From an optimization exercise on the open Yosys and OpenROAD flow, aimed at small area; shortcuts taken in it are not production practice. In this exercise RTL edits were held to simulation tests only and were not proved equivalent to the original. Power and IR drop assume default switching activity.

==> flow/config.mk <==
export PLATFORM = sky130hd
export DESIGN_NAME = lpddr5_device_responder
export DESIGN_NICKNAME = lpddr5_device_responder
export VERILOG_FILES = /design/flow/design.v
export SDC_FILE = /design/flow/constraint.sdc
export NUM_CORES = 4
export LEC_CHECK = 0
export ABC_AREA = 1
export CAP_MARGIN = 20
export CORE_MARGIN = 2
export CORE_UTILIZATION = 70
export CTS_BUF_LIST = sky130_fd_sc_hd__clkbuf_8
export CTS_CLUSTER_DIAMETER = 50
export CTS_CLUSTER_SIZE = 16
export SLEW_MARGIN = 20
==> flow/constraint.sdc <==
create_clock -name core_clock -period 5.0 [get_ports {clk}]
set_input_delay 1.0000 -clock core_clock [delete_from_list [all_inputs] [get_ports {clk}]]
set_output_delay 1.0000 -clock core_clock [all_outputs]
set_load 0.01 [all_outputs]
==> flow/design.v <==
package lpddr5_params;
  localparam int BANK_NUMBER                      = 16;
  localparam int ROW_PER_BANK_GROUP_ADDRESS_WIDTH = 16;
  localparam int COL_WIDTH                        = 6;
  localparam int DATA_WIDTH                       = 32;
  localparam int T_RCD  = 4;
  localparam int T_RP   = 4;
  localparam int T_RAS  = 10;
  localparam int T_RC   = 14;
  localparam int T_WR   = 4;
  localparam int T_RFC  = 20;
  localparam int T_REFI = 100;
  localparam int T_CL   = 4;
  localparam int CNT_W     = 5;
  localparam int REF_AGE_W = 8;
  typedef enum logic [2:0] {
    NOP = 3'd0,
    ACT = 3'd1,
    RD  = 3'd2,
    WR  = 3'd3,
    PRE = 3'd4,
    REF = 3'd5
  } lpddr5_cmd_e;
  typedef enum logic [2:0] {
    ERR_NONE = 3'd0,
    ERR_ACT  = 3'd1,
    ERR_RD   = 3'd2,
    ERR_WR   = 3'd3,
    ERR_PRE  = 3'd4,
    ERR_REF  = 3'd5,
    ERR_BUSY = 3'd6
  } lpddr5_err_e;
endpackage
import lpddr5_params::*;
module lpddr5_bank_timer (
  input  logic       clk,
  input  logic       rst,
  input  logic       sel,     
  input  logic       act,     
  input  logic       pre,     
  input  logic       wr,      
  output logic [3:0] s
);
  logic f;
  assign f = s[0] ? (s[3] | s[2]) : (!s[3] && s[2]);
  always_ff @(posedge clk) begin
    if (rst) s <= 4'b0000;
    else begin
      s[3] <= s[2] | (sel & wr);
      s[2] <= s[1] | (sel & wr);
      s[1] <= s[0] & !(sel & wr);
      s[0] <= (f & !(sel & pre)) | (sel & (act | wr));
    end
  end
endmodule
import lpddr5_params::*;
module lpddr5_device_responder #(
  parameter int BANKS = BANK_NUMBER,
  parameter int ROW_W = ROW_PER_BANK_GROUP_ADDRESS_WIDTH,
  parameter int COL_W = COL_WIDTH,
  parameter int DW    = DATA_WIDTH,
  localparam int BW   = $clog2(BANKS)
) (
  input  logic             clk,
  input  logic             rst,
  input  logic             cmd_valid,
  input  logic [2:0]       cmd,
  input  logic [BW-1:0]    cmd_bank,
  input  logic [ROW_W-1:0] cmd_row,
  input  logic [COL_W-1:0] cmd_col,
  output logic             rd_valid,
  output logic [DW-1:0]    rd_data,
  output logic             err_valid,
  output logic [2:0]       err_code,
  output logic             ref_overdue
);
  logic [3:0]       st [BANKS];
  logic [BANKS-1:0] sel, idle;
  logic [ROW_W-1:0] open_row [BANKS];
  logic [3:0] m;
  logic       m_act_ok, m_rw_ok, m_pre_ok, m_pre_eff, m_wr_load;
  assign m         = st[cmd_bank];
  assign m_act_ok  = (m == 4'b0000);
  assign m_pre_eff = (m == 4'b1111);
  assign m_pre_ok  = m_act_ok || m_pre_eff || m == 4'b1000 || m == 4'b1100 || m == 4'b1110;
  assign m_wr_load = m_pre_eff || m == 4'b0111 || m == 4'b1011 || m == 4'b1101 || m == 4'b0110;
  assign m_rw_ok   = m_wr_load || m == 4'b0011 || m == 4'b1001;
  logic [2:0] op;
  logic [2:0] err;
  logic       busy, go, all_idle;
  logic       act_go, rd_go, wr_go, pre_go, ref_go;
  assign op       = cmd;
  assign all_idle = &idle;
  always_comb begin
    err = ERR_NONE;
    if (cmd_valid) begin
      case (op)
        ACT:     if (!m_act_ok) err = ERR_ACT;
        RD:      if (!m_rw_ok)  err = ERR_RD;
        WR:      if (!m_rw_ok)  err = ERR_WR;
        PRE:     if (!m_pre_ok) err = ERR_PRE;
        REF:     if (!all_idle) err = ERR_REF;
        default: err = ERR_NONE;
      endcase
      if (busy && op != NOP && op != 3'd6 && op != 3'd7) err = ERR_BUSY;
    end
  end
  assign go     = cmd_valid && !busy;
  assign act_go = go && (op == ACT) && m_act_ok;
  assign rd_go  = go && (op == RD)  && m_rw_ok;
  assign wr_go  = go && (op == WR)  && m_wr_load;
  assign pre_go = go && (op == PRE) && m_pre_eff;
  assign ref_go = go && (op == REF) && all_idle;
  for (genvar b = 0; b < BANKS; b++) begin : g_bank
    assign sel[b]  = (cmd_bank == BW'(b));
    assign idle[b] = (st[b] == 4'b0000);
    lpddr5_bank_timer u_bank (
      .clk (clk),
      .rst (rst),
      .sel (sel[b]),
      .act (act_go),
      .pre (pre_go),
      .wr  (wr_go),
      .s   (st[b])
    );
    always_ff @(posedge clk) begin
      if (act_go && sel[b]) open_row[b] <= cmd_row;
    end
  end
  logic [T_CL-1:0]          pipe_v;
  logic [BW+COL_W-1:0]      pipe_d [T_CL];
  always_ff @(posedge clk) begin
    if (rst) pipe_v <= '0;
    else     pipe_v <= {pipe_v[T_CL-2:0], rd_go};
  end
  always_ff @(posedge clk) begin
    pipe_d[0] <= {cmd_bank, cmd_col};
    for (int i = 1; i < T_CL; i++) pipe_d[i] <= pipe_d[i-1];
  end
  logic [BW-1:0] out_bank;
  assign out_bank = pipe_d[T_CL-1][BW+COL_W-1:COL_W];
  assign rd_valid = pipe_v[T_CL-1];
  assign rd_data  = DW'({open_row[out_bank], pipe_d[T_CL-1]});
  logic [2:0] err_q;
  always_ff @(posedge clk) begin
    if (rst) err_q <= ERR_NONE;
    else     err_q <= err;
  end
  assign err_valid = (err_q != ERR_NONE);
  assign err_code  = err_q;
  logic [6:0] ref_age;
  logic       rfc_on;
  always_ff @(posedge clk) begin
    if (rst) begin
      ref_age <= '0;
      rfc_on  <= 1'b0;
    end else begin
      if (ref_go)                         ref_age <= '0;
      else if (ref_age != 7'(T_REFI + 1)) ref_age <= ref_age + 1'b1;
      if (ref_go)                         rfc_on <= 1'b1;
      else if (ref_age == 7'(T_RFC - 2))  rfc_on <= 1'b0;
    end
  end
  assign busy        = rfc_on;
  assign ref_overdue = (ref_age == 7'(T_REFI + 1));
endmodule
==> flow/run.sh <==
#!/bin/bash
# synth_recipe.tcl (not shown) runs the flow's synth.tcl, then flattens the netlist and writes it again
# the make line also repeats each setting of config.mk as NAME=value (left out here)
make -C /OpenROAD-flow-scripts/flow DESIGN_CONFIG=/design/flow/config.mk WORK_HOME=/design/flow/orfs CLKGATE_MAP_FILE= SYNTH_SCRIPT=/design/flow/synth_recipe.tcl finish
==> notes.md, run 1 <==
Outcome
The run finished with no timing, DRC or antenna violations.

Clock network
The TritonCTS clock tree is built. The total clock buffers created by CTS is 34. The total number of H-tree levels is 2. The post-CTS setup-driven buffer insertion count is 0. The clock passes through at most 3 buffers. For the worst-skew pair, the clock arrives at the later sink with an insertion delay of 0.56 ns. Buffers inserted to repair hold after CTS numbered 0. The total clock sinks is 375.

The cell sitting at the root of the clock tree is a sky130_fd_sc_hd__clkbuf_8. The clock-pin slew reported for the worst setup and hold paths after clock tree synthesis is 0.09 ns. The number of gates given a new drive strength after cts is 0.

Timing
The worst slew margin relative to its limit is 26.0%. After layout, the minimum clock period comes to 4.45 ns. The measured slew at the worst slew-check pin is 1.11 ns. After layout, the worst setup slack is 0.545 ns. Setup repair after global routing left no endpoint under its margin. Across the routed clock network, the largest skew measured is 0.0285 ns. The final critical-path share of the clock period is 89.1%. The setup-violating endpoint count in the final report is 0. The hold violation count in the final report came to 0. The final-layout setup total negative slack is 0 ns.

The number of pins with negative max-slew slack in the final report is 0. The highest achievable clock rate is 224 MHz.

Floorplan
Measured along the y axis, the die boundary spans 147 µm. The initial cell density of the core is 70.9%. The die width is 147 µm. The area enclosed by the die boundary is 21500 µm². The region available for standard cell placement spans 20100 µm². The number of placed I/O pins is 70. The total number of placement rows is 52.

Layout
The net count of the finished layout is 1429. The final design utilization is 80.4%. Leaving out filler cells and counting taps, the final layout contains 1687. The relative area change from synthesis to final layout is 13.4%. The number of fill cells is 1221. The repair_antennas step left the layout with diodes totalling 0. The layout cell share with drive strength beyond 1 is 8.96%.

Global route
The initial antenna violation count is 0. Entering global routing, the biggest net connects 55 pins. After global routing the overflow that remains totals 0. The first global-routing pass estimated 55600 µm of wire. The overall track demand over capacity in global routing is 34.7%.

The via count of the first global-routing pass is 9962.

Synthesis
The synthesized netlist occupies a cell area of 14300 µm². The post-synthesis cell type with the largest combined area is sky130_fd_sc_hd__edfxtp_1. The synthesized design contains 375 register bits.

The total number of yosys warnings is 7. The sequential share of the synthesized area is 70.6%. After synthesis, the cell types taking the most area are sky130_fd_sc_hd__edfxtp_1, sky130_fd_sc_hd__dfxtp_1, sky130_fd_sc_hd__nand2_1. The number of enable flip-flop cells after synthesis is 256. The most instantiated flip-flop cell in the synthesis netlist is sky130_fd_sc_hd__edfxtp_1. The post-synthesis async set-or-reset flop share is 0%. Of the post-synthesis cell area, the dominant cell type holds 53.9%. The number of standard cells after synthesis is 1292. The average instance in the mapped netlist occupies 11.0 µm². The netlist uses 41 different library cells.

Placement
At the end of routability-driven placement, the weighted congestion stood at 0.950. OpenSTA, run right after detailed placement, puts the worst setup slack at 0.826 ns. The post-detailed-placement half-perimeter wirelength is 24600 µm. The count of input and output buffers is 63. After detailed placement, the design holds a cell count of 1628.

Power
The total leakage power is 5.88 nW. VDD sags by at most 0.309 mV. The power consumption is 5.62 mW. The power density over the cells is 347 nW/µm².

Worst hold path
The worst hold path belongs to the class flop to flop.

Setup path
The top fanout value on the critical path is 10. At the worst endpoint, the required time is 4.00 ns. The worst setup path category is flop to output pin.

STA classifies the critical path startpoint as a flop. The capturing element type of the critical path is an output pin. Data on the critical path arrives at its endpoint at 3.45 ns.

Routing
In the routed layout, each cell is associated on average with a via count of 6.03. The routed wirelength normalized by instance count is 21.7 µm. For this block, the routed nets add up to 36600 µm of wire. The remaining design rule violation count is 0. For this block, the via count after detailed routing is 10.2k. In this run, the number of DRC markers left after iteration 0 of detailed routing was 1104.

The number of detailed-routing iterations run before antenna repair is 5. Once detail routing completed, the nets flagged for antenna violations numbered 0.

Job
The total of max-cap violations is 0.
-- synth_stat cells, types with 2 or more instances --
master                        n
sky130_fd_sc_hd__nand2_1    337
sky130_fd_sc_hd__edfxtp_1   256
sky130_fd_sc_hd__dfxtp_1    119
sky130_fd_sc_hd__inv_1      105
sky130_fd_sc_hd__nor2_1     105
sky130_fd_sc_hd__nand3_1     95
sky130_fd_sc_hd__a21oi_1     64
sky130_fd_sc_hd__nand4_1     40
sky130_fd_sc_hd__clkbuf_1    25
sky130_fd_sc_hd__nor3_1      22
sky130_fd_sc_hd__o21ai_0     16
sky130_fd_sc_hd__a221oi_1    12
sky130_fd_sc_hd__a22o_1      11
sky130_fd_sc_hd__nor4_1      10
sky130_fd_sc_hd__or2_2       10
sky130_fd_sc_hd__a2111oi_0    8
sky130_fd_sc_hd__buf_4        8
sky130_fd_sc_hd__a211oi_1     7
sky130_fd_sc_hd__a31oi_1      7
sky130_fd_sc_hd__nand2_2      4
sky130_fd_sc_hd__buf_2        3
sky130_fd_sc_hd__ha_1         3
sky130_fd_sc_hd__inv_2        3
sky130_fd_sc_hd__nor2_2       3
sky130_fd_sc_hd__a41oi_1      2
sky130_fd_sc_hd__o21a_1       2
-- registers in the layout (all words and copies together), names as in the netlist --
| signal | flops |
|---|---|
| err_q | 3 |
| pipe_d | 40 |
| open_row | 256 |
| rfc_on | 1 |
| pipe_v | 4 |
| g_bank.u_bank.s | 64 |
| ref_age | 7 |
-- area by class of cell --
| type | instances | area, µm² | share of cell area [%] |
|---|---|---|---|
| sequential | 375 | 10100 | 62.3 |
| tap | 270 | 338 | 2.09 |
| multi-input combinational | 775 | 3700 | 22.9 |
| inverter | 109 | 409 | 2.53 |
| timing repair buffer | 99 | 896 | 5.54 |
| clock buffer | 38 | 523 | 3.23 |
| clock inverter | 21 | 241 | 1.49 |
-- worst max-delay path: stages (launching register included) --
cell and delay, ns:
sky130_fd_sc_hd__dfxtp_1 0.44, sky130_fd_sc_hd__inv_1 0.11, sky130_fd_sc_hd__nor2_1 0.13, sky130_fd_sc_hd__inv_1 0.13, sky130_fd_sc_hd__nor2_1 0.61, sky130_fd_sc_hd__buf_4 0.28
sky130_fd_sc_hd__nand2_1 0.07, sky130_fd_sc_hd__nand4_1 0.16, sky130_fd_sc_hd__nor2_1 0.08, sky130_fd_sc_hd__a31oi_1 0.28, sky130_fd_sc_hd__clkdlybuf4s50_1 0.61
-- kinds of logic after synthesis --
logic type               after synthesis  synth area share (%)
AND/OR/NAND/NOR                      632                  19.0
flip-flops                           375                  70.6
buffers and inverters                147                  4.12
AO/OA/AOI/OAI                        133                  5.88
adder cells (fa/ha/maj)                3                 0.263
XOR/XNOR                               1                0.0614
other                                  1                0.0263
-- cell usage in the layout, fill, tap and decap left out, types with 11 or more instances in the layout --
cell type / n
sky130_fd_sc_hd__a221oi_1: 12
sky130_fd_sc_hd__nand4_1: 40
sky130_fd_sc_hd__edfxtp_1: 256
sky130_fd_sc_hd__clkdlybuf4s50_1: 62
sky130_fd_sc_hd__nand2_1: 337
sky130_fd_sc_hd__clkbuf_8: 38
sky130_fd_sc_hd__a21oi_1: 64
sky130_fd_sc_hd__inv_1: 111
sky130_fd_sc_hd__buf_4: 36
sky130_fd_sc_hd__nor3_2: 15
sky130_fd_sc_hd__nand3_1: 95
sky130_fd_sc_hd__o21ai_0: 16
sky130_fd_sc_hd__dfxtp_1: 119
sky130_fd_sc_hd__a22o_1: 11
sky130_fd_sc_hd__nor2_1: 105
-- per-stage QoR --
stage | hold slack, ns | cell area (µm²)
CTS | 0.333 | 16200
finish | 0.333 | 16200
floorplan | 0.310 | 14300
global route | 0.333 | 16200
global placement | 0.310 | 15400
detailed placement | 0.312 | 15400
-- worst paths after layout --
| path | start | endpoint | slack (ns) | cells past startpoint |
|---|---|---|---|---|
| max | pipe_d[3][6] | rd_data[18] | 0.55 | 10 |
| min | pipe_d[2][7] | pipe_d[3][7] | 0.33 | 0 |
| max reg2reg | g_bank[5].u_bank.s[1] | open_row[10][0] | 2.68 | 11 |
| min reg2reg | pipe_d[2][7] | pipe_d[3][7] | 0.33 | 0 |
-- metal layers --
layer / vias up / GRT usage, % / part of all wire, %
li1: 4659 / - / -
met1: 4794 / 42.9 / 36
met2: 581 / 58.9 / 50
met3: 139 / 6.86 / 9.0
met4: 0 / 17.6 / 5.3
met5: - / 0 / 0
-- power breakdown --
group | switching, mW | leakage (nW) | total [mW] | internal [mW]
registers | 0.0112 | 3.28 | 3.34 | 3.33
clock network | 1.04 | 0.398 | 1.97 | 0.935
logic | 0.204 | 2.21 | 0.307 | 0.104
total | 1.25 | 5.88 | 5.62 | 4.37
==> run 2: changes to the inputs <==
--- a/flow/config.mk
+++ b/flow/config.mk
@@ -9,7 +9,4 @@
 export CAP_MARGIN = 20
 export CORE_MARGIN = 2
 export CORE_UTILIZATION = 70
-export CTS_BUF_LIST = sky130_fd_sc_hd__clkbuf_8
-export CTS_CLUSTER_DIAMETER = 50
-export CTS_CLUSTER_SIZE = 16
 export SLEW_MARGIN = 20
==> run 2 against run 1 <==
- power rose by 14%
- maximum frequency rose by 0.98%
- die area did not move
- core utilization rose by 2.2 points
- area after synthesis did not move
- synthesized cell count did not move
- critical path type unchanged
==> notes.md, run 2 <==
Timing
After layout, the worst setup slack is 0.589 ns. The setup-violating endpoint count in the final report is 0. For the pin with the worst max-slew slack, the measured transition is 1.05 ns. The number of pins with negative max-slew slack in the final report is 0. The worst pin sits at a relative slew slack of 29.9%. The hold violation count in the final report is 0. Across all hold checks on the routed design, the worst slack comes to 0.325 ns. The final critical path takes up 88.2% of the cycle.

The final-layout setup total negative slack is 0 ns. The clock tree skew after final layout is 0.0172 ns. The highest achievable clock rate is 227 MHz. The smallest clock period supported by the final layout is computed as 4.41 ns. Setup repair after global routing left no endpoint under its margin.

Setup path
Traced cell by cell, the critical path runs through nor2_1 > buf_4 > inv_1 > nor2_1 > buf_4 > nand2_1 > nand4_1 > a2111oi_0 > a31oi_1 > clkdlybuf4s50_1. The destination of the critical timing path is rd_data[16]. Setup slack on the worst reg-to-reg path comes out at 2.68 ns. The startpoint of the lowest-slack register-to-register path is g_bank[5].u_bank.s[1].

The critical path startpoint is pipe_d[3][6]. Among all stages on the critical path, the largest delay is contributed by sky130_fd_sc_hd__a2111oi_0. For the worst flop-to-flop path, the logic depth is 11. The worst setup path category is flop to output pin. The endpoint identified for the worst register-to-register timing path is open_row[10][11]. The worst setup path is captured at an output pin. The data required time at the worst endpoint is 4.00 ns. The arrival time at the worst endpoint is 3.41 ns. The top fanout value on the critical path is 16.

On the worst path, the slowest cell contributes a delay of 0.74 ns. The kind of start point of the critical path is a flop.

Clock network
The clock-pin slew reported for the worst setup and hold paths after clock tree synthesis is 0.06 ns. The total clock sinks is 375. Buffers inserted during clock tree synthesis total 37.

At the later pin of the worst-skew pair, clock insertion delay measures 0.52 ns. The total number of H-tree levels is 2. CTS placed an instance of sky130_fd_sc_hd__clkbuf_16 at the clock tree root. For this design, the CTS-stage hold fixing added 0 buffers.

The clock passes through at most 3 buffers. The number of gates resized after CTS was 0. Once the clock tree was built, the setup fixing pass inserted 0 buffers. TritonCTS built the clock tree.

Synthesis
The post-synthesis cell type with the largest combined area is sky130_fd_sc_hd__edfxtp_1. Synthesis instantiated 41 different standard cells from the library. The number of enable flip-flop cells after synthesis is 256. The most common cell in the synthesized netlist is sky130_fd_sc_hd__nand2_1. The mean instance size in the synthesized netlist is 11.0 µm². The sequential share of the synthesized area is 70.6%. The most instantiated flip-flop cell in the synthesis netlist is sky130_fd_sc_hd__edfxtp_1. During synthesis, Yosys emitted a total of 7 warnings. In this run, synthesis produced a sequential element count of 375. By area the synthesized netlist is led by sky130_fd_sc_hd__edfxtp_1, sky130_fd_sc_hd__dfxtp_1, sky130_fd_sc_hd__nand2_1.

The combined area of all synthesized cells is 14300 µm². The post-synthesis async set-or-reset flop share is 0%. By count the netlist is led by sky130_fd_sc_hd__nand2_1, sky130_fd_sc_hd__edfxtp_1, sky130_fd_sc_hd__dfxtp_1.

The share of Yosys cell area claimed by the top area cell type is 53.9%. The number of standard cells after synthesis is 1292.

Floorplan
The die width is 147 µm. Pin placement for this block handled 70 I/O pins. The height of the chip is 147 µm. In this run the standard cell core region covers 20100 µm². The total number of placement rows is 52.

The die covers 21500 µm². The initial utilization of the core area, before any placement, comes to 70.9%.

Layout
In the layout the commonest cells are sky130_fd_sc_hd__nand2_1, sky130_fd_sc_hd__edfxtp_1, sky130_fd_sc_hd__dfxtp_1, sky130_fd_sc_hd__inv_1, sky130_fd_sc_hd__nor2_1. The largest registers in the layout are open_row (256), g_bank.u_bank.s (64), pipe_d (40). 0 antenna diodes ended up in the layout. The number of flip-flops under the largest register name is 256.

The relative area change from synthesis to final layout is 16.5%. Cells fill 82.6% of the core in the end. The layout cell share with drive strength beyond 1 is 9.33%.

The finished layout holds 1696 standard cells, fillers aside. The register with the most flip-flops in the final layout is open_row. The layout net count is 1432. Leaving out fill and tap cells, the most frequent cell in the layout is sky130_fd_sc_hd__nand2_1.

Global route
The wire length of the first global-routing pass is 57300 µm. The overall track demand over capacity in global routing is 35.9%. The via count of the first global-routing pass is 10.2k. The initial antenna violation count is 0.

The overall overflow remaining after global route is 0. The pin count of the biggest net entering global routing is 55.

Job
Across the run, the number of max-cap violations was 0.

Placement
In this run the tool buffered the top-level ports with 63 buffer cells. Routability-driven placement finished with a final weighted congestion of 0.950. The post-placement setup slack is 0.826 ns. The post-detailed-placement half-perimeter wirelength is 24600 µm. The cell count after placement is 1628.

Routing
For this block, the routed nets add up to 38000 µm of wire. The average via count per standard cell is 6.14. After detailed routing, the number of remaining DRC violations is 0. The routed wirelength normalized by instance count is 22.4 µm. The detailed router finished its first iteration with 1247 violations. The first detailed-routing pass ran for 5 iterations. The total vias in the final route is 10.4k. The count of antenna-violating nets left after detailed routing is 0.

Worst hold path
The type of the tightest min-delay check is flop to flop. In this run the most critical hold path is launched from pipe_d[2][1].

Power
The worst IR drop on VDD is 0.399 mV. The total leakage power is 6.09 nW. The power density over the cells is 384 nW/µm².

Outcome
The flow ran to the end and the layout has no timing, DRC or antenna violations.
==> run 2: cell counts after synthesis <==
No cell type changed its count.
==> run 2: cells by family after synthesis <==
logic type / after synthesis / share of synthesized area (%)
xor gates and xnor gates: 1 / 0.0614
DFF: 375 / 70.6
adders and majority gates: 3 / 0.263
and+or+nand+nor: 632 / 19.0
buffers and inverters: 147 / 4.12
AOI/OAI and AO/OA: 133 / 5.88
other: 1 / 0.0263
==> run 2: critical path: cells and delay by family (launching register included) <==
family | cells | cell delay, ns
buf+inv | 4 | 1.03
compound gates | 2 | 1.00
simple gates | 4 | 0.43
flops | 1 | 0.42
==> run 2: worst min path at each step <==
stage                    to  slack, ns  cells after the start
5_1_grt        pipe_d[1][1]       0.33                      0
6_report       pipe_d[3][1]       0.33                      0
2_1_floorplan  pipe_d[1][0]       0.31                      0
3_3_place_gp   pipe_d[2][7]       0.31                      0
3_5_place_dp   pipe_d[3][1]       0.31                      0
4_1_cts        pipe_d[3][7]       0.33                      0
==> run 2: through the flow <==
step / total power, mW / area, µm²
floorplan: 3.54 / 14300
global placement: 3.71 / 15400
detailed placement: 3.72 / 15400
CTS: 6.39 / 16600
global route: 6.52 / 16600
finish: 6.38 / 16600
==> run 2: cell type report <==
cell class              instances  area, µm²
clock buffers                  49       1050
clock inverters                19        150
fillers                      1108       3490
inverters                     109        409
multi-input cells             775       3700
flip-flops and latches        375      10100
well taps                     270        338
repair buffers                 99        896
==> run 2: per-layer routing <==
| layer | GRT usage (%) | vias to the layer above | wire length [µm] |
|---|---|---|---|
| li1 | - | 4681 | - |
| met1 | 44.8 | 4900 | 13300 |
| met2 | 60.4 | 674 | 18800 |
| met3 | 5.99 | 161 | 3600 |
| met4 | 19.9 | 0 | 2380 |
| met5 | 0 | - | 0 |
==> run 2: report_power, final <==
group / internal (mW) / switching (mW)
registers: 3.33 / 0.0114
logic: 0.104 / 0.208
clock network: 1.59 / 1.13
total: 5.03 / 1.35
==> run 3: changes to the inputs <==
--- a/flow/config.mk
+++ b/flow/config.mk
@@ -9,4 +9,7 @@
 export CAP_MARGIN = 20
 export CORE_MARGIN = 2
 export CORE_UTILIZATION = 70
+export CTS_BUF_LIST = sky130_fd_sc_hd__clkbuf_4
+export CTS_CLUSTER_DIAMETER = 40
+export CTS_CLUSTER_SIZE = 10
 export SLEW_MARGIN = 20
==> run 3 against run 2 <==
- still clean
- worst setup slack lost 0.14 ns
- design area shrank 3.6%
- sequential share of layout area grew 2.3 points
- hold slack gained 0.0071 ns
- via count shrank 2.0%
- critical endpoint is now rd_data[11]
- synthesized cell count is the same
- register-to-register slack lost 0.04 ns
- highest routed layer unchanged
- first-iteration DRC count shrank 14%
- die area is the same
==> notes.md, run 3 <==
Power
The completed layout was analyzed and its total power is 5.36 mW. Across the VDD grid, the largest voltage drop is 0.247 mV. The fraction of power consumed by combinational cells is 5.7%.

The total leakage power is 5.85 nW. Of the total power, registers draw 62.3%. The clock network accounts for 32.0% of the total power. For this design the total switching power over the nets is 1.18 mW.

The internal portion of the total power is 4.19 mW. In this run the power density over the cells is 335 nW/µm². Net switching is 22.0% of the power.

Timing
In the finished design, the share of the clock period the worst path needs comes to 91.1%. Subtracting the final worst setup slack from the clock period gives 4.55 ns. The number of pins with negative max-slew slack in the final report is 0.

The measured slew at the worst slew-check pin is 1.11 ns. The highest achievable clock rate is 220 MHz. The setup-violating endpoint count in the final report is 0. The hold violation count in the final report is 0. On the final layout, the worst clock skew is 0.0448 ns.

The final-layout setup total negative slack is 0 ns. The worst slew margin relative to its limit is 26.0%. Setup repair after global routing left no endpoint under its margin.

Clock network
The H-tree generated during clock tree synthesis spans 2 levels. The buffer depth of the longest clock path is 3. The total clock sinks is 375. The clock-pin slew reported for the worst setup and hold paths after clock tree synthesis is 0.10 ns.

The root buffer cell chosen for the clock tree is sky130_fd_sc_hd__clkbuf_4. After clock tree synthesis, the setup repair step added 0 buffers. The number of gates given a new drive strength after cts is 0. The total clock buffers created by CTS is 45. The clock latency on the worst-skew pair is 0.69 ns. The TritonCTS clock tree is built. The hold-fix buffer count after cts is 0.

Layout
The number of fill cells is 1262. Summing all multi-input logic gate instances after layout gives 3700 µm². The most common library cell in the layout ignoring fill and taps is sky130_fd_sc_hd__nand2_1.

The register name with the most flops is open_row. In the layout the commonest cells are sky130_fd_sc_hd__nand2_1, sky130_fd_sc_hd__edfxtp_1, sky130_fd_sc_hd__dfxtp_1, sky130_fd_sc_hd__inv_1, sky130_fd_sc_hd__nor2_1. Cells with a size suffix above 1 make up 10.3% of the layout.

The register with the most flip-flops in the layout has 256 of them. The relative area change from synthesis to final layout is 12.3%. Summing all flip-flop and latch instances after layout gives 10100 µm². In the final layout, the registers with the most flip-flops are open_row (256), g_bank.u_bank.s (64), pipe_d (40). Once layout is done, the placed cells without fillers occupy 16000 µm². The net count of the finished layout is 1440.

Routing
After detailed routing, the number of vias per cell comes to 6.00. The first detailed-routing pass ran for 6 iterations. The routed length on met1 is 13100 µm. Dividing the detail-routed wire length by the instance count gives 21.2 µm. The count of nets left with antenna violations once routing finished came out at 0. The total vias in the final route is 10.2k.

Detailed routing placed a total of 17900 µm of wire on met2. The first routing iteration left 1073 violations. After detailed routing, the number of remaining DRC violations is 0. Summed over all layers, the routed wires come to 36100 µm. After detailed routing, the met3 layer carries 3050 µm of wire. The highest metal layer carrying signal wires in the routed design is met4.

Floorplan
The initial cell density of the core is 70.9%. The total number of placement rows is 52. The die is 147 µm wide. The floorplan step set the die height to 147 µm. The total core area is 20100 µm². The area enclosed by the die boundary is 21500 µm². The number of placed I/O pins is 70.

Synthesis
In this run the cell area of the synthesized design comes to 14300 µm². By area the synthesized netlist is led by sky130_fd_sc_hd__edfxtp_1, sky130_fd_sc_hd__dfxtp_1, sky130_fd_sc_hd__nand2_1. The share of Yosys cell area claimed by the top area cell type is 53.9%. For this run, the register share of the synthesized area comes to 70.6%. Yosys mapped the design onto 41 distinct sky130hd cell types. The Yosys step of the flow raised 7 warnings. The number of standard cells after synthesis is 1292. The most frequently used cell type in the post-synthesis netlist is sky130_fd_sc_hd__nand2_1.

The post-synthesis cell type with the largest combined area is sky130_fd_sc_hd__edfxtp_1. The number of enable flip-flop cells after synthesis is 256. By count the netlist is led by sky130_fd_sc_hd__nand2_1, sky130_fd_sc_hd__edfxtp_1, sky130_fd_sc_hd__dfxtp_1. Averaged over all synthesized cells, the footprint is 11.0 µm². In the synthesized netlist the dominant register cell turns out to be sky130_fd_sc_hd__edfxtp_1. After synthesis the netlist holds a flip-flop and latch count of 375. In the synthesized netlist the async set-or-reset flop fraction comes to 0%.

Global route
The initial antenna violation count is 1. Entering global routing, the biggest net connects 55 pins. The via count of the first global-routing pass is 10.1k. Across every metal layer, demand over resource in global routing totals 34.5%.

Global routing finished with a remaining overflow of 0. The first global-routing pass estimated 55400 µm of wire.

Placement
Summing all placed instances gives a cell area of 15400 µm². Port buffering added 63 buffers. The weighted congestion reported at the end of routability-driven placement is 0.950.

Detailed placement ended at an HPWL of 24600 µm.

Outcome
The flow ran to the end and the layout has no timing, DRC or antenna violations.

Setup path
For the worst setup path, the data required time is 4.00 ns. The arrival time at the worst endpoint is 3.55 ns. The endpoint identified for the worst register-to-register timing path is g_bank[0].u_bank.s[0].

The flop-to-flop setup slack is 2.64 ns. The worst reg-to-reg path cell count is 12. The top fanout value on the critical path is 16. In this run the critical register-to-register path is launched from g_bank[5].u_bank.s[1]. The worst setup path category is flop to output pin. The worst setup path is captured at an output pin.

The worst setup path is launched from a flop.

Worst hold path
The worst hold path terminates at pipe_d[2][4]. The path class of the tightest hold or removal check is flop to flop. The worst hold path was traced through 0 stages. The worst hold path begins at pipe_d[1][4].

Job
The total of max-cap violations is 0.
## run 3: cell counts after synthesis
Identical to the previous run, type by type.
## run 3: power groups by stage
stage | clock network (mW) | logic [mW] | registers (mW)
finish | 1.72 | 0.307 | 3.34
global route | 1.87 | 0.324 | 3.34
CTS | 1.74 | 0.304 | 3.34
detailed placement | 0 | 0.303 | 3.41
global placement | 0 | 0.298 | 3.41
floorplan | 0 | 0.125 | 3.41
## run 3: final cells by class
class,instances,area share [%]
antenna,1,0.0156
clock buffer,65,3.05
clock inverter,9,0.742
inverter,109,2.55
multi-input combinational,775,23.1
sequential,375,62.9
tap,270,2.11
timing repair buffer,99,5.59
## run 3: layer usage
| metal | global-route usage (%) | vias up |
|---|---|---|
| met2 | 57.7 | 552 |
| met4 | 19.6 | 0 |
| met3 | 7.17 | 142 |
| li1 | - | 4699 |
| met5 | 0 | - |
| met1 | 42.2 | 4819 |
## run 3: how the worst max path moves through the flow
| stage | from | end | slack (ns) | cells past startpoint |
|---|---|---|---|---|
| 6_report | pipe_d[3][7] | rd_data[11] | 0.45 | 7 |
| 5_1_grt | pipe_d[3][9] | rd_data[16] | 0.32 | 7 |
| 4_1_cts | pipe_d[3][6] | rd_data[16] | 0.39 | 7 |
| 3_5_place_dp | cmd_bank[3] | open_row[10][0] | 0.83 | 11 |
| 3_3_place_gp | cmd_bank[3] | g_bank[13].u_bank.s[0] | 0.88 | 13 |
| 2_1_floorplan | cmd_bank[1] | open_row[1][0] | 0.95 | 14 |
## run 3: cell families after synthesis
logic type,after synthesis,share of synthesized area [%]
and+or+nand+nor,632,19.0
DFF,375,70.6
buffers and inverters,147,4.12
AOI/OAI and AO/OA,133,5.88
adders and majority gates,3,0.263
xor gates and xnor gates,1,0.0614
other,1,0.0263
## run 3: critical path: stages, from the launching register on
cell,delay (ns)
sky130_fd_sc_hd__dfxtp_1,0.43
sky130_fd_sc_hd__nand2_1,0.20
sky130_fd_sc_hd__nor2_1,0.89
sky130_fd_sc_hd__nand2_1,0.22
sky130_fd_sc_hd__nand4_1,0.17
sky130_fd_sc_hd__a2111oi_0,0.09
sky130_fd_sc_hd__a31oi_1,0.28
sky130_fd_sc_hd__clkdlybuf4s50_1,0.60
## run 3: per-stage QoR
step	cells	setup WS [ns]	utilization (%)	hold slack [ns]
3_3_place_gp	1628	0.875	76.6	0.310
6_report	1703	0.446	79.7	0.332
3_5_place_dp	1628	0.826	76.6	0.312
4_1_cts	1702	0.389	79.7	0.331
2_1_floorplan	1297	0.948	-	0.310
5_1_grt	1703	0.323	79.7	0.332
==> run 4: changes to the inputs <==
--- a/flow/design.v
+++ b/flow/design.v
@@ -53,6 +53,46 @@
     end
   end
 endmodule
+module lpddr5_mux16 (
+  input  logic [15:0] sel,
+  input  logic [15:0] d,
+  output logic        y
+);
+  logic [5:0] n;
+  logic [1:0] h;
+  for (genvar g = 0; g < 5; g++) begin : g_aoi
+    lpddr5_aoi222 u_aoi (.a1(sel[3*g]), .a2(d[3*g]), .b1(sel[3*g+1]), .b2(d[3*g+1]),
+                         .c1(sel[3*g+2]), .c2(d[3*g+2]), .y(n[g]));
+  end
+  lpddr5_nand2 u_n2  (.a(sel[15]), .b(d[15]), .y(n[5]));
+  lpddr5_nand3 u_n3a (.a(n[0]), .b(n[1]), .c(n[2]), .y(h[0]));
+  lpddr5_nand3 u_n3b (.a(n[3]), .b(n[4]), .c(n[5]), .y(h[1]));
+  lpddr5_or2   u_or  (.a(h[0]), .b(h[1]), .y(y));
+endmodule
+module lpddr5_aoi222 (
+  input  logic a1, a2, b1, b2, c1, c2,
+  output logic y
+);
+  assign y = !((a1 && a2) || (b1 && b2) || (c1 && c2));
+endmodule
+module lpddr5_nand2 (
+  input  logic a, b,
+  output logic y
+);
+  assign y = !(a && b);
+endmodule
+module lpddr5_nand3 (
+  input  logic a, b, c,
+  output logic y
+);
+  assign y = !(a && b && c);
+endmodule
+module lpddr5_or2 (
+  input  logic a, b,
+  output logic y
+);
+  assign y = a || b;
+endmodule
 import lpddr5_params::*;
 module lpddr5_device_responder #(
   parameter int BANKS = BANK_NUMBER,
@@ -79,7 +119,13 @@
   logic [ROW_W-1:0] open_row [BANKS];
   logic [3:0] m;
   logic       m_act_ok, m_rw_ok, m_pre_ok, m_pre_eff, m_wr_load;
-  assign m         = st[cmd_bank];
+  for (genvar i = 0; i < 4; i++) begin : g_mmux
+    logic [BANKS-1:0] col;
+    for (genvar b = 0; b < BANKS; b++) begin : g_c
+      assign col[b] = st[b][i];
+    end
+    lpddr5_mux16 u_mux (.sel(sel), .d(col), .y(m[i]));
+  end
   assign m_act_ok  = (m == 4'b0000);
   assign m_pre_eff = (m == 4'b1111);
   assign m_pre_ok  = m_act_ok || m_pre_eff || m == 4'b1000 || m == 4'b1100 || m == 4'b1110;
@@ -140,7 +186,19 @@
   logic [BW-1:0] out_bank;
   assign out_bank = pipe_d[T_CL-1][BW+COL_W-1:COL_W];
   assign rd_valid = pipe_v[T_CL-1];
-  assign rd_data  = DW'({open_row[out_bank], pipe_d[T_CL-1]});
+  logic [BANKS-1:0] out_sel;
+  logic [ROW_W-1:0] out_row;
+  for (genvar b = 0; b < BANKS; b++) begin : g_osel
+    assign out_sel[b] = (out_bank == BW'(b));
+  end
+  for (genvar i = 0; i < ROW_W; i++) begin : g_rmux
+    logic [BANKS-1:0] col;
+    for (genvar b = 0; b < BANKS; b++) begin : g_c
+      assign col[b] = open_row[b][i];
+    end
+    lpddr5_mux16 u_mux (.sel(out_sel), .d(col), .y(out_row[i]));
+  end
+  assign rd_data  = DW'({out_row, pipe_d[T_CL-1]});
   logic [2:0] err_q;
   always_ff @(posedge clk) begin
     if (rst) err_q <= ERR_NONE;
==> flow/config.mk (replaced) <==
export PLATFORM = sky130hd
export DESIGN_NAME = lpddr5_device_responder
export DESIGN_NICKNAME = lpddr5_device_responder
export VERILOG_FILES = /design/flow/design.v
export SDC_FILE = /design/flow/constraint.sdc
export NUM_CORES = 4
export LEC_CHECK = 0
export ABC_CLOCK_PERIOD_IN_PS = 100000
export CAP_MARGIN = 20
export CORE_MARGIN = 2
export CORE_UTILIZATION = 70
export CTS_BUF_LIST = sky130_fd_sc_hd__clkbuf_8
export CTS_CLUSTER_DIAMETER = 50
export CTS_CLUSTER_SIZE = 16
export SLEW_MARGIN = 20
export SYNTH_HIERARCHICAL = 1
==> run 4 against run 3 <==
- synthesized cell count down 31%
- critical endpoint is now rd_data[12]
- maximum frequency up 1.9%
- still clean
- register-to-register slack worse by 0.76 ns
- highest routed layer is now met5
==> notes.md, run 4 <==
Layout
The number of antenna diodes in the final layout is 0. With fillers left out, the area of the finished cells amounts to 15600 µm². The layout cell share with drive strength beyond 1 is 11.2%. The library cell used most frequently in the layout, excluding fill and tap cells, is sky130_fd_sc_hd__edfxtp_1.

The library cells used most frequently in the layout, excluding fill and tap cells, are sky130_fd_sc_hd__edfxtp_1, sky130_fd_sc_hd__dfxtp_1, sky130_fd_sc_hd__a222oi_1, sky130_fd_sc_hd__nor2_1, sky130_fd_sc_hd__clkdlybuf4s50_1. The register name with the most flops is open_row. The register with the most flip-flops in the layout has 256 of them. The layout net count is 1067. The relative area change from synthesis to final layout is 16.9%. The largest registers in the layout are open_row (256), g_bank.u_bank.s (64), pipe_d (40). The final design utilization is 83.7%.

Clock network
The TritonCTS clock tree is built. The clock latency on the worst-skew pair is 0.55 ns. The clock-pin slew reported for the worst setup and hold paths after clock tree synthesis is 0.10 ns. The clock tree root driver cell is sky130_fd_sc_hd__clkbuf_8. The clock passes through at most 3 buffers. Buffers added to address setup during post-CTS repair amount to 0. The hold-fix buffer count after cts is 0. The total clock buffers created by CTS is 34.

Counting every sink on the clock net gives 375. The total number of H-tree levels is 2. The number of gates given a new drive strength after cts is 0.

Job
Across the run, the number of max-cap violations was 0.

Routing
The detailed router put a total of 11700 µm of wire on met1. The average via count per standard cell is 7.00. For this block, the routed nets add up to 32900 µm of wire.

The highest metal layer carrying signal wires in the routed design is met5. After the first detailed-routing iteration, the DRC count stood at 1424. The met2 wirelength from detailed routing is 16100 µm. The number of detailed-routing iterations run before antenna repair is 8.

The routed layout has 9050 vias. In this run the remaining antenna-violating nets after routing total 0. The routed design uses 3380 µm of met3 wire.

The routed wirelength normalized by instance count is 25.5 µm. The remaining design rule violation count is 0.

Timing
The worst path uses 89.4% of the clock period. For the pin with the worst max-slew slack, the measured transition is 1.02 ns. Timing would allow up to 224 MHz. The worst pin sits at a relative slew slack of 31.7%. The number of pins with negative max-slew slack in the final report is 0.

For the final database, setup skew stands at 0.0228 ns. The final-layout setup total negative slack is 0 ns. The setup-violating endpoint count in the final report is 0. The clock period minus worst slack is 4.47 ns.

The hold violation count in the final report is 0. Setup repair after global routing left no endpoint under its margin.

Power
The power consumption is 5.61 mW. Net switching is 21.2% of the power. The internal portion of the total power is 4.42 mW. The analysis attributes to net switching a power of 1.19 mW.

The proportion of power drawn by flip-flops and latches is 59.6%. Of the total power, combinational logic draws 5.2%. The fraction of power consumed by the clock network is 35.2%. The worst IR drop on VDD is 0.268 mV. The power density over the cells is 359 nW/µm². The total leakage power is 5.27 nW.

Placement
Once detailed placement completed, the half-perimeter wirelength came to 21400 µm. The count of input and output buffers is 63. The congestion estimate from routability-driven global placement came to 0.923.

The post-place instance area is 14900 µm².

Synthesis
The number of enable flip-flop cells after synthesis is 256. The mean instance size in the synthesized netlist is 15.1 µm². sky130_fd_sc_hd__edfxtp_1 takes more of the synthesized area than any other cell. The total number of yosys warnings is 13. Counting flops and latches in the post-synthesis netlist gives 375. The most instantiated flip-flop cell in the synthesis netlist is sky130_fd_sc_hd__edfxtp_1. Sequential elements use 75.2% of the synthesized area.

Synthesis produced 888 cells. Ranked by instance count, the synthesized netlist is headed by sky130_fd_sc_hd__edfxtp_1, sky130_fd_sc_hd__dfxtp_1, sky130_fd_sc_hd__a222oi_1. In this run the biggest area consumer among cell types represents 57.4% of the synthesized area. After synthesis, the share of flip-flops with an asynchronous set or reset is 0%. The most frequently used cell type in the post-synthesis netlist is sky130_fd_sc_hd__edfxtp_1. Yosys attributes the largest share of cell area to sky130_fd_sc_hd__edfxtp_1, sky130_fd_sc_hd__dfxtp_1, sky130_fd_sc_hd__a222oi_1.

The combined area of all synthesized cells is 13400 µm². Synthesis instantiated 42 different standard cells from the library.

Setup path
By startpoint and endpoint, the worst setup path is classified as flop to output pin. STA classifies the critical path endpoint as an output pin. The top fanout value on the critical path is 9. In this run the register-to-register setup slack is 1.88 ns. The kind of start point of the critical path is a flop.

The data required time at the worst endpoint is 4.00 ns. For the worst setup path, the data arrival time is 3.47 ns.

Floorplan
For this configuration, the core starts out at a cell density of 71.6%. The total number of placement rows is 50. The core region is 18700 µm². Measured along the x axis, the die boundary spans 142 µm. Measured along the y axis, the die boundary spans 142 µm. 70 I/O pins were placed. The area enclosed by the die boundary is 20200 µm².

Outcome
The flow ran to the end and the layout has no timing, DRC or antenna violations.

Global route
The via count of the first global-routing pass is 8868. For this run, the total global-route usage over all layers was measured as 33.1%. The initial antenna violation count is 1. The pin count of the biggest net entering global routing is 85. For this run the aggregate overflow at the end of global routing stands at 0. The first global-routing pass estimated 49800 µm of wire.

Worst hold path
The worst hold path belongs to the class flop to flop.
## run 4: critical path, stage by stage, from the launching register on
cell,delay (ns)
sky130_fd_sc_hd__dfxtp_1,0.60
sky130_fd_sc_hd__nand2b_1,0.26
sky130_fd_sc_hd__nor2_1,0.19
sky130_fd_sc_hd__buf_4,0.22
sky130_fd_sc_hd__a222oi_1,0.53
sky130_fd_sc_hd__nand3_1,0.30
sky130_fd_sc_hd__or2_1,0.32
sky130_fd_sc_hd__clkdlybuf4s50_1,0.50
## run 4: power groups by stage
stage | clock (mW) | combinational (mW) | sequential (mW)
after global routing | 2.11 | 0.308 | 3.35
after global placement | 0 | 0.276 | 3.41
after detailed placement | 0 | 0.287 | 3.42
after floorplan | 0 | 0.110 | 3.41
final | 1.98 | 0.292 | 3.35
after CTS | 2.00 | 0.288 | 3.35
## run 4: modules after synthesis, one instance, submodules excluded, a selection
module	cell area [µm²]	times used	cells inside	flip-flops and latches
lpddr5_device_responder	9780	1	484	311
lpddr5_bank_timer	138	16	14	4
lpddr5_aoi222	10.0	100	1	0
lpddr5_or2	6.26	20	1	0
lpddr5_nand3	5.00	40	1	0
lpddr5_nand2	3.75	20	1	0
## run 4: logic make-up after synthesis
logic type      synth area share [%]
compound gates                  12.8
xor+xnor                       0.393
fa+ha+maj                      0.280
buf+inv                         1.12
flops                           75.2
mux                             1.28
other cells                   0.0280
simple gates                    8.86
## run 4: layout make-up
cell class,count,area [µm²]
Clock inverter,24,249
Sequential cell,375,10100
Multi-Input combinational cell,484,3240
Clock buffer,38,523
Timing Repair Buffer,115,1190
Fill cell,948,3060
Inverter,22,82.6
Tap cell,234,293
## run 4: path summary, 6_finish.rpt
kind | from | to | cells after the start
worst max-delay path | pipe_d[3][6] | rd_data[12] | 7
worst min-delay path | pipe_d[0][9] | pipe_d[1][9] | 0
worst max register to register | g_bank[3].u_bank.s[0] | open_row[14][6] | 9
worst min register to register | pipe_d[0][9] | pipe_d[1][9] | 0
## run 4: metrics by stage
| step | setup WS [ns] | std cells | hold slack (ns) |
|---|---|---|---|
| after floorplan | 0.120 | 893 | 0.310 |
| after global placement | 0.231 | 1230 | 0.310 |
| after detailed placement | 0.0792 | 1230 | 0.312 |
| after CTS | 0.541 | 1292 | 0.333 |
| after global routing | 0.453 | 1292 | 0.334 |
| final | 0.532 | 1292 | 0.324 |
## run 4: per-layer routing
| layer | up-vias | track usage (%) |
|---|---|---|
| li1 | 3930 | - |
| met1 | 4368 | 43.3 |
| met2 | 644 | 54.3 |
| met3 | 106 | 5.72 |
| met4 | 2 | 16.6 |
| met5 | - | 0 |
==> run 5: changes to the inputs <==
==> flow/flow/run.sh (new file) <==
#!/bin/bash
# Own layout flow: the standard ORFS flow (standard.sh), with two changes:
#  - input/output ports are buffered with buf_1 instead of the delay buffer
#    buffer_ports picks by default;
#  - clock tree synthesis inserts no dummy loads.
# Everything else (synthesis, floorplan, power grid, taps, placement, routing)
# is the standard flow. Each tool's output goes to the logs under orfs/logs;
# the whole run's output is kept in flow_run.log.
set -euo pipefail
export BUFFER_PORTS_ARGS="-buffer_cell sky130_fd_sc_hd__buf_1"
export CTS_ARGS="-sink_clustering_enable -repair_clock_nets -dont_use_dummy_load -buf_list sky130_fd_sc_hd__clkbuf_8 -sink_clustering_size 16 -sink_clustering_max_diameter 50"
bash standard.sh finish > flow_run.log 2>&1
==> flow/standard.sh (new file) <==
#!/bin/bash
# synth_recipe.tcl (not shown) runs the flow's synth.tcl, then flattens the netlist and writes it again
# the make line also repeats each setting of config.mk as NAME=value (left out here)
make -C /OpenROAD-flow-scripts/flow DESIGN_CONFIG=/design/flow/config.mk WORK_HOME=/design/flow/orfs CLKGATE_MAP_FILE= SYNTH_SCRIPT=/design/flow/synth_recipe.tcl "${@:-finish}"
removed: flow/run.sh
==> run 5 against run 4 <==
- still clean on timing, DRC and antenna
- area after synthesis unchanged
- non-clock buffer count decreased by 25
- core utilization decreased by 5.5 points
- clock skew increased by 0.032 ns
- critical endpoint is now open_row[15][11]
- largest power group unchanged
- highest routed layer is now met4
==> notes.md, run 5 <==
Timing
The setup-violating endpoint count in the final report is 0. The final worst setup slack is 0.642 ns. The hold violation count in the final report is 0.

The worst pin sits at a relative slew slack of 20.2%. The worst hold slack is 0.295 ns. The number of pins with negative max-slew slack in the final report is 0. The clock period minus worst slack is 4.36 ns. Setup repair after global routing left no endpoint under its margin. The final critical-path share of the clock period is 87.2%. After routing, the total negative slack on setup checks comes to 0 ns. On the final layout, the worst clock skew is 0.0549 ns. For the pin with the worst max-slew slack, the measured transition is 1.19 ns. Static timing analysis puts the maximum clock frequency at 229 MHz.

Routing
The routed layout has 8703 vias. The routed wirelength normalized by instance count is 25.1 µm. The DRC marker count from the first detailed-route iteration is 1450. The count of nets left with antenna violations once routing finished came out at 0.

The number of detailed-routing iterations run before antenna repair is 13. After detailed routing, the number of vias per cell comes to 7.02. For this block, the routed nets add up to 31100 µm of wire. In the routed design, unresolved DRC markers number 0.

Layout
In the final layout, the registers with the most flip-flops are open_row (256), g_bank.u_bank.s (64), pipe_d (40). In the layout the commonest cells are sky130_fd_sc_hd__edfxtp_1, sky130_fd_sc_hd__dfxtp_1, sky130_fd_sc_hd__a222oi_1, sky130_fd_sc_hd__nor2_1, sky130_fd_sc_hd__buf_1. Measured on the finished design, the core utilization comes to 78.1%. The antenna diode count is 0. The layout net count is 1042.

The layout cell share with drive strength beyond 1 is 7.96%. The register with the most flip-flops in the final layout is open_row. The register with the most flip-flops in the layout has 256 of them. The relative area change from synthesis to final layout is 9.19%. The library cell used most frequently in the layout, excluding fill and tap cells, is sky130_fd_sc_hd__edfxtp_1.

Synthesis
The post-synthesis async set-or-reset flop share is 0%. In this run the mean area of a mapped cell was 15.1 µm². The number of standard cells after synthesis is 888. In this run, synthesis inferred 256 flip-flops with an integrated enable.

sky130_fd_sc_hd__edfxtp_1 is the most common cell in the netlist. The number of distinct library cell variants in the gate-level netlist after synthesis is 42. Summing every instance area after synthesis gives 13400 µm².

By area the synthesized netlist is led by sky130_fd_sc_hd__edfxtp_1, sky130_fd_sc_hd__dfxtp_1, sky130_fd_sc_hd__a222oi_1. The share of Yosys cell area claimed by the top area cell type is 57.4%. The number of storage elements in the synthesis netlist is 375.

Summing the sequential cell areas from Yosys gives 75.2% of the chip area. The post-synthesis cell type with the largest combined area is sky130_fd_sc_hd__edfxtp_1. The most instantiated flip-flop cell in the synthesis netlist is sky130_fd_sc_hd__edfxtp_1. The Yosys step of the flow raised 13 warnings. After synthesis, the most frequently instantiated cells are sky130_fd_sc_hd__edfxtp_1, sky130_fd_sc_hd__dfxtp_1, sky130_fd_sc_hd__a222oi_1.

Floorplan
From left edge to right edge, the die measures 142 µm. The total area inside the core boundary comes to 18700 µm². The floorplan step defined a die boundary enclosing 20200 µm². The number of placed I/O pins is 70.

The total number of placement rows is 50. The height of the chip is 142 µm. The initial cell density of the core is 71.6%.

Setup path
The critical path goes through buf_1 > nand2b_1 > nor2_1 > a222oi_1 > nand3_1 > or2_1 > or4_1 > nor4_4 > nand3_1 > nor2_1 > buf_4. The biggest cell delay along the critical path is 0.60 ns. The flop-to-flop setup slack is 1.68 ns.

Data on the critical path is required at its endpoint by 5.20 ns. The arrival time at the worst endpoint is 4.56 ns. The capturing element type of the critical path is a flop. Of all nets on the critical path, the largest fanout is 16.

The kind of start point of the critical path is an input port. The cell with the biggest individual delay on the critical path is sky130_fd_sc_hd__or4_1. The worst setup path category is input port to flop.

Outcome
The run finished with no timing, DRC or antenna violations.

Clock network
The post-CTS setup-driven buffer insertion count is 0. The total clock sinks is 375. No sink is reached through more buffers than the 3 on the longest clock path.

The clock latency on the worst-skew pair is 0.56 ns. The number of gates given a new drive strength after cts is 0. The total clock buffers created by CTS is 34. The clock-pin slew reported for the worst setup and hold paths after clock tree synthesis is 0.09 ns. The clock tree root driver cell is sky130_fd_sc_hd__clkbuf_8.

The number of hold buffers added after CTS was 0. TritonCTS built the clock tree. The H-tree generated during clock tree synthesis spans 2 levels.

Global route
Summed over all layers, the global routing overflow is 0. The wire length of the first global-routing pass is 46200 µm. The via count of the first global-routing pass is 8189. For this run, the total global-route usage over all layers was measured as 30.7%. The initial antenna violation count came to 0.

The pin count of the biggest net entering global routing is 53.

Power
The analysis attributes to cell leakage a power of 4.76 nW. In this run the power density over the cells is 347 nW/µm². The worst IR drop on VDD is 0.207 mV. Overall power consumption after layout is estimated at 5.07 mW.

Placement
The HPWL after detailed placement is 20300 µm. Routability-driven placement finished with a final weighted congestion of 0.950. OpenSTA, run right after detailed placement, puts the worst setup slack at 0.206 ns. The count of buffers added on input and output ports is 63.

Worst hold path
In this run the worst hold path is classified as flop to flop.

Job
Across the run, the number of max-cap violations was 0.
==> run 5: changes by cell type in the layout (fill, tap and decap cells not counted), moves of 2 or more <==
cell                              previous run  this run
sky130_fd_sc_hd__buf_1                       0        62
sky130_fd_sc_hd__buf_12                     14         0
sky130_fd_sc_hd__buf_4                      38        27
sky130_fd_sc_hd__bufinv_16                   5         0
sky130_fd_sc_hd__clkbuf_8                   38        34
sky130_fd_sc_hd__clkdlybuf4s50_1            62         0
sky130_fd_sc_hd__clkinv_1                    2         0
sky130_fd_sc_hd__clkinv_2                    4         0
sky130_fd_sc_hd__inv_1                      31        22
sky130_fd_sc_hd__inv_6                       2         0
sky130_fd_sc_hd__nor2_1                     74        71
sky130_fd_sc_hd__nor2_2                      0         3
==> run 5: final timing paths <==
kind                      endpoint  cells past startpoint                  start
hold reg to reg       pipe_d[1][9]                      0           pipe_d[0][9]
setup / recovery  open_row[15][11]                     11            cmd_bank[3]
setup reg to reg  open_row[15][11]                      8  g_bank[0].u_bank.s[0]
hold / removal        pipe_d[1][9]                      0           pipe_d[0][9]
==> run 5: per-stage QoR <==
step	instance area [µm²]	cells
finish	14600	1239
detailed placement	14100	1204
global route	14600	1239
global placement	14100	1204
floorplan	13400	893
CTS	14600	1238
==> run 5: per-module statistics from Yosys, one instance, submodules excluded, excerpt <==
| module | cells inside | flops+latches | copies in the design |
|---|---|---|---|
| lpddr5_device_responder | 484 | 311 | 1 |
| lpddr5_bank_timer | 14 | 4 | 16 |
| lpddr5_aoi222 | 1 | 0 | 100 |
| lpddr5_or2 | 1 | 0 | 20 |
| lpddr5_nand3 | 1 | 0 | 40 |
| lpddr5_nand2 | 1 | 0 | 20 |
==> run 5: cells by family (layout without fill, tap and decap cells) <==
| logic type | count (synthesis) | in the layout | synth area share [%] |
|---|---|---|---|
| flip-flops | 375 | 375 | 75.2 |
| other | 1 | 6 | 0.0280 |
| buffers and inverters | 34 | 146 | 1.12 |
| AO/OA/AOI/OAI | 214 | 214 | 12.8 |
| XOR/XNOR | 6 | 6 | 0.393 |
| multiplexers | 17 | 17 | 1.28 |
| adder cells (fa/ha/maj) | 3 | 3 | 0.280 |
| AND/OR/NAND/NOR | 238 | 238 | 8.86 |
==> run 5: power breakdown <==
group	internal (mW)	switching, mW	leakage (nW)	total [mW]
Sequential	3.33	0.0153	3.28	3.35
Combinational	0.0646	0.174	1.24	0.238
Clock	0.611	0.878	0.244	1.49
==> run 5: cell type report <==
cell class,count,area [µm²]
Inverter,22,82.6
Tap cell,234,293
Clock buffer,34,468
Multi-Input combinational cell,484,3260
Timing Repair Buffer,90,440
Fill cell,1125,4090
Sequential cell,375,10100
==> run 5: routing by layer <==
layer	part of all wire [%]	track usage, %
met5	0	0
met3	12	4.88
met2	48	49.1
met1	37	42.7
met4	3.6	13.2
==> run 5: worst max-delay path, delay by kind of cell <==
kind                   cells  cell delay (ns)
AOI/OAI and AO/OA          1             0.43
buffers and inverters      2             0.68
and+or+nand+nor            8             2.45
==> run 6: changes to the inputs <==
--- a/flow/design.v
+++ b/flow/design.v
@@ -206,19 +206,18 @@
   end
   assign err_valid = (err_q != ERR_NONE);
   assign err_code  = err_q;
-  logic [6:0] ref_age;
-  logic       rfc_on;
-  always_ff @(posedge clk) begin
-    if (rst) begin
-      ref_age <= '0;
-      rfc_on  <= 1'b0;
-    end else begin
-      if (ref_go)                         ref_age <= '0;
-      else if (ref_age != 7'(T_REFI + 1)) ref_age <= ref_age + 1'b1;
-      if (ref_go)                         rfc_on <= 1'b1;
-      else if (ref_age == 7'(T_RFC - 2))  rfc_on <= 1'b0;
-    end
+  logic [6:0] rf;
+  logic       rf_fb, rfc_on;
+  assign rf_fb = (rf[6] ^ rf[5]) & (rf[0] | rf[2] | rf[3] | rf[4] | rf[5]);
+  always_ff @(posedge clk) begin
+    if (rst || ref_go) rf <= 7'b1100100;
+    else               rf <= {rf[5:0], rf_fb};
+  end
+  always_ff @(posedge clk) begin
+    if (rst)                           rfc_on <= 1'b0;
+    else if (ref_go)                   rfc_on <= 1'b1;
+    else if (rf[1] && rf[4] && rf[6])  rfc_on <= 1'b0;
   end
   assign busy        = rfc_on;
-  assign ref_overdue = (ref_age == 7'(T_REFI + 1));
-endmodule
+  assign ref_overdue = !(rf[0] || rf[1] || rf[2] || rf[3] || rf[6]);
+endmodule
--- a/flow/config.mk
+++ b/flow/config.mk
@@ -6,11 +6,12 @@
 export NUM_CORES = 4
 export LEC_CHECK = 0
 export ABC_CLOCK_PERIOD_IN_PS = 100000
-export CAP_MARGIN = 20
+export CAP_MARGIN = 5
 export CORE_MARGIN = 2
-export CORE_UTILIZATION = 70
+export CORE_UTILIZATION = 60
 export CTS_BUF_LIST = sky130_fd_sc_hd__clkbuf_8
 export CTS_CLUSTER_DIAMETER = 50
 export CTS_CLUSTER_SIZE = 16
-export SLEW_MARGIN = 20
+export GPL_TIMING_DRIVEN = 0
+export SLEW_MARGIN = 5
 export SYNTH_HIERARCHICAL = 1
==> run 6 against run 5 <==
- cell count is 5.6% higher
- sequential cell count stayed put
- largest power group unchanged
- critical path depth is 1 higher
- global-route usage is 2.2 points lower
==> notes.md, run 6 <==
Power
VDD sags by at most 0.223 mV. The total leakage power is 4.99 nW. Power spread over the standard cell area amounts to 338 nW/µm².

Floorplan
In this run the vertical extent of the chip is 153 µm. The initial utilization of the core area, before any placement, comes to 61.1%. The die width is 153 µm. The total number of placement rows is 54. After floorplanning, the core was sized to cover 21800 µm². During I/O placement, the number of pins put on the boundary was 70.

The die covers 23400 µm².

Layout
The layout cell share with drive strength beyond 1 is 12.8%. In the layout the commonest cells are sky130_fd_sc_hd__edfxtp_1, sky130_fd_sc_hd__dfxtp_1, sky130_fd_sc_hd__a222oi_1, sky130_fd_sc_hd__buf_1, sky130_fd_sc_hd__nor2_1. The number of flip-flops under the largest register name is 256. The layout net count is 1060. The relative area change from synthesis to final layout is 13.9%. The register name with the most flops is open_row. The largest registers in the layout are open_row (256), g_bank.u_bank.s (64), pipe_d (40).

The most common library cell in the layout ignoring fill and taps is sky130_fd_sc_hd__edfxtp_1.

Setup path
The critical path crosses 12 cells after its start point. The worst reg-to-reg path cell count is 9. The critical path is of the input port to flop type. The kind of start point of the critical path is an input port.

The cell with the biggest individual delay on the critical path is sky130_fd_sc_hd__a222oi_1. At the worst endpoint, the arrival time is 5.03 ns. The biggest cell delay along the critical path is 0.48 ns.

The data required time at the worst endpoint is 5.23 ns. Among cell families on the critical path, the largest total delay comes from simple AND/OR/NAND/NOR gates. Traced cell by cell, the critical path runs through buf_1 > nand2b_1 > nor2_1 > a222oi_1 > nand3_1 > or2_1 > or3_1 > nor4_4 > buf_4 > nand2_1 > nor2_2 > buf_8. Along the worst path, the maximum fanout reaches 11.

The worst setup path is captured at a flop. The number of buffers and inverters on the critical path is 3.

Synthesis
By area the synthesized netlist is led by sky130_fd_sc_hd__edfxtp_1, sky130_fd_sc_hd__dfxtp_1, sky130_fd_sc_hd__a222oi_1. In this run the biggest area consumer among cell types represents 57.8% of the synthesized area. In the synthesized netlist the dominant register cell turns out to be sky130_fd_sc_hd__edfxtp_1. By instance count, the leading cell after synthesis is sky130_fd_sc_hd__edfxtp_1. The post-synthesis async set-or-reset flop share is 0%. The number of distinct library cell variants in the gate-level netlist after synthesis is 40.

The commonest cells after synthesis are sky130_fd_sc_hd__edfxtp_1, sky130_fd_sc_hd__dfxtp_1, sky130_fd_sc_hd__a222oi_1. The combined area of all synthesized cells is 13300 µm². Yosys mapped a number of flops with a built-in enable equal to 256. The average instance in the mapped netlist occupies 15.1 µm². The sequential share of the synthesized area is 75.7%.

The post-synthesis cell type with the largest combined area is sky130_fd_sc_hd__edfxtp_1. For this run, the number of Yosys warnings is 13. The number of storage elements in the synthesis netlist is 375.

Synthesis handed over a netlist of 878 instances.

Routing
The average via count per standard cell is 6.72. Before antenna repair, the detailed router went through 7 iterations. Dividing the detail-routed wire length by the instance count gives 25.6 µm. The DRC marker count from the first detailed-route iteration is 1194. After detailed routing, the number of remaining DRC violations is 0.

The routed layout has 8794 vias. The detail route stage leaves a number of antenna-violating nets equal to 0. The final layout contains routed wiring with a total length of 33500 µm.

Clock network
The total clock sinks is 375. The buffer depth of the longest clock path is 3. The total clock buffers created by CTS is 35.

The TritonCTS clock tree is built. After clock tree synthesis, the flow added hold-fix buffers numbering 0. Clock-pin slew was measured on the worst setup and hold paths at 0.10 ns. The clock tree root driver cell is sky130_fd_sc_hd__clkbuf_8.

The total number of H-tree levels is 2. The clock reaches the later pin of the worst-skew pair after 0.55 ns.

Timing
The final-layout setup total negative slack is 0 ns. The setup-violating endpoint count in the final report is 0. The worst path needs 4.81 ns of the cycle, external delays included. The worst hold slack is 0.293 ns.

The number of pins with negative max-slew slack in the final report came to 0. The hold violation count in the final report is 0. In the finished design, the share of the clock period the worst path needs comes to 96.1%. The worst slew margin relative to its limit is 31.9%. The highest achievable clock rate is 208 MHz.

The measured slew at the worst slew-check pin is 1.02 ns. Setup repair after global routing left no endpoint under its margin. The clock tree skew after final layout is 0.0428 ns.

Worst hold path
The depth of the worst hold-timing path is 0. The type of the tightest min-delay check is flop to flop.

Global route
The via count of the first global-routing pass is 8712. For this run the aggregate overflow at the end of global routing stands at 0. The pin count of the biggest net entering global routing is 61. The overall track demand over capacity in global routing is 28.5%. The initial antenna violation count is 2. The first global-routing pass estimated 50600 µm of wire.

Placement
The post-detailed-placement half-perimeter wirelength is 22600 µm. The count of buffers added on input and output ports is 61. The weighted congestion reported at the end of routability-driven placement is 0.945.

Outcome
The run finished with no timing, DRC or antenna violations.

Job
Across the run, the number of max-cap violations was 0.
## run 6: cell count changes in the layout (fill, tap and decap cells not counted), moves of 5 or more
cell,previous run,this run
sky130_fd_sc_hd__buf_6,0,8
sky130_fd_sc_hd__a211oi_1,23,18
sky130_fd_sc_hd__nor2_1,71,49
sky130_fd_sc_hd__buf_4,27,22
sky130_fd_sc_hd__buf_8,0,20
sky130_fd_sc_hd__nor2_4,0,6
sky130_fd_sc_hd__nor2_2,3,19
sky130_fd_sc_hd__inv_1,22,17
## run 6: worst register-to-register path, cell delays in order (launching register included)
cell and delay [ns]:
sky130_fd_sc_hd__dfxtp_1 0.35, sky130_fd_sc_hd__a222oi_1 0.38, sky130_fd_sc_hd__nand3_1 0.21, sky130_fd_sc_hd__or2_1 0.32, sky130_fd_sc_hd__or3_1 0.51, sky130_fd_sc_hd__nor4_4 0.44, sky130_fd_sc_hd__buf_4 0.21, sky130_fd_sc_hd__nand2_1 0.19
sky130_fd_sc_hd__nor2_2 0.48, sky130_fd_sc_hd__buf_8 0.24
## run 6: worst paths after layout
kind                    startpoint         endpoint  slack (ns)
min                   pipe_d[1][9]     pipe_d[2][9]        0.29
max                    cmd_bank[1]  open_row[3][11]        0.19
max reg2reg  g_bank[0].u_bank.s[0]  open_row[3][11]        1.35
min reg2reg           pipe_d[1][9]     pipe_d[2][9]        0.29
## run 6: through the flow
| step | power, mW | setup WS, ns | utilization [%] | cells | cell area [µm²] |
|---|---|---|---|---|---|
| detailed placement | 3.65 | -1.17 | 66.6 | 1261 | 14500 |
| global route | 5.28 | 0.00232 | 69.6 | 1308 | 15200 |
| global placement | 3.62 | -1.65 | 63.9 | 1224 | 13900 |
| CTS | 5.14 | 0.154 | 69.1 | 1299 | 15000 |
| finish | 5.12 | 0.195 | 69.6 | 1308 | 15200 |
| floorplan | 3.53 | 0.313 | - | 883 | 13300 |
## run 6: what timing repair did
action | CTS | global route
setup endpoints to repair | 256 | 159
buffers inserted | 2 | 10
cloned | 1 | 0
pin swaps | 1 | 3
resized for setup | 4 | 2
## run 6: cell type report
type | instances | area (µm²)
flip-flops and latches | 375 | 10100
fillers | 1467 | 6610
plain buffers | 11 | 65.1
inverters | 17 | 63.8
diodes | 2 | 5.00
clock buffers | 35 | 482
multi-input cells | 478 | 3270
repair buffers | 110 | 848
well taps | 280 | 350
## run 6: logic make-up after synthesis
group,count (synthesis),synth area share (%)
compound gates,216,13.0
buf+inv,31,1.05
flops,375,75.7
mux,16,1.20
other cells,1,0.0282
simple gates,239,9.00
## run 6: routing by layer
metal	vias up	share of wire, %	GRT usage [%]
li1	3888	-	-
met1	4316	37	36.1
met2	505	51	50.5
met3	85	8.4	4.17
met4	0	3.6	10.3
met5	-	0	0
## run 6: modules after synthesis, one instance, submodules excluded, a selection
| module | flip-flops and latches | copies in the design |
|---|---|---|
| lpddr5_bank_timer | 4 | 16 |
| lpddr5_or2 | 0 | 20 |
| lpddr5_nand2 | 0 | 20 |
| lpddr5_aoi222 | 0 | 100 |
| lpddr5_nand3 | 0 | 40 |
| lpddr5_device_responder | 311 | 1 |
## run 6: where the power goes
part	switching, mW	internal [mW]	leakage, nW
clock network	0.906	0.628	0.252
registers	0.0144	3.33	3.28
logic	0.162	0.0765	1.46
total	1.08	4.04	4.99

-- port drivers added, routing unchanged --
How much do the figures lean on ideal ports? The routed layouts below were timed once more, with nothing changed but the port constraints.
Step 1, drivers: a clkbuf_16 drives clk and a buf_2 each remaining input, both assumed.
Step 2 moves the port delays by t, midway between the first and last clock arrival at a register: inputs arrive t later, outputs are due t later. That takes back most of the time a late clock gives input paths.
a / b / c = ideal ports / drivers / drivers and shift; a / b = the first two.
| run | t, ns | setup slack, ns | worst setup path at the end | worst register clock-pin slew, ns | worst data-port slew with drivers (ns) |
|---|---|---|---|---|---|
| run 1 | 0.587 | 0.545 / 0.504 / 0.727 | input to register | 0.10 / 0.10 | 0.04 |
| run 2 | 0.558 | 0.589 / 0.543 / 0.690 | input to register | 0.07 / 0.07 | 0.04 |
| run 3 | 0.706 | 0.446 / 0.406 / 0.717 | input to register | 0.12 / 0.12 | 0.04 |
| run 4 | 0.581 | 0.532 / 0.488 / 0.043 | input to register | 0.10 / 0.10 | 0.04 |
| run 5 | 0.570 | 0.642 / 0.646 / 0.076 | input to register | 0.10 / 0.10 | 0.04 |
| run 6 | 0.573 | 0.195 / 0.212 / -0.360 | input to register | 0.10 / 0.10 | 0.09 |
With both steps, setup timing fails in run 6, where it was met with ideal ports. For run 5, which loses most, drivers alone change the setup slack by +0.004 ns; drivers and shift together by -0.566 ns.
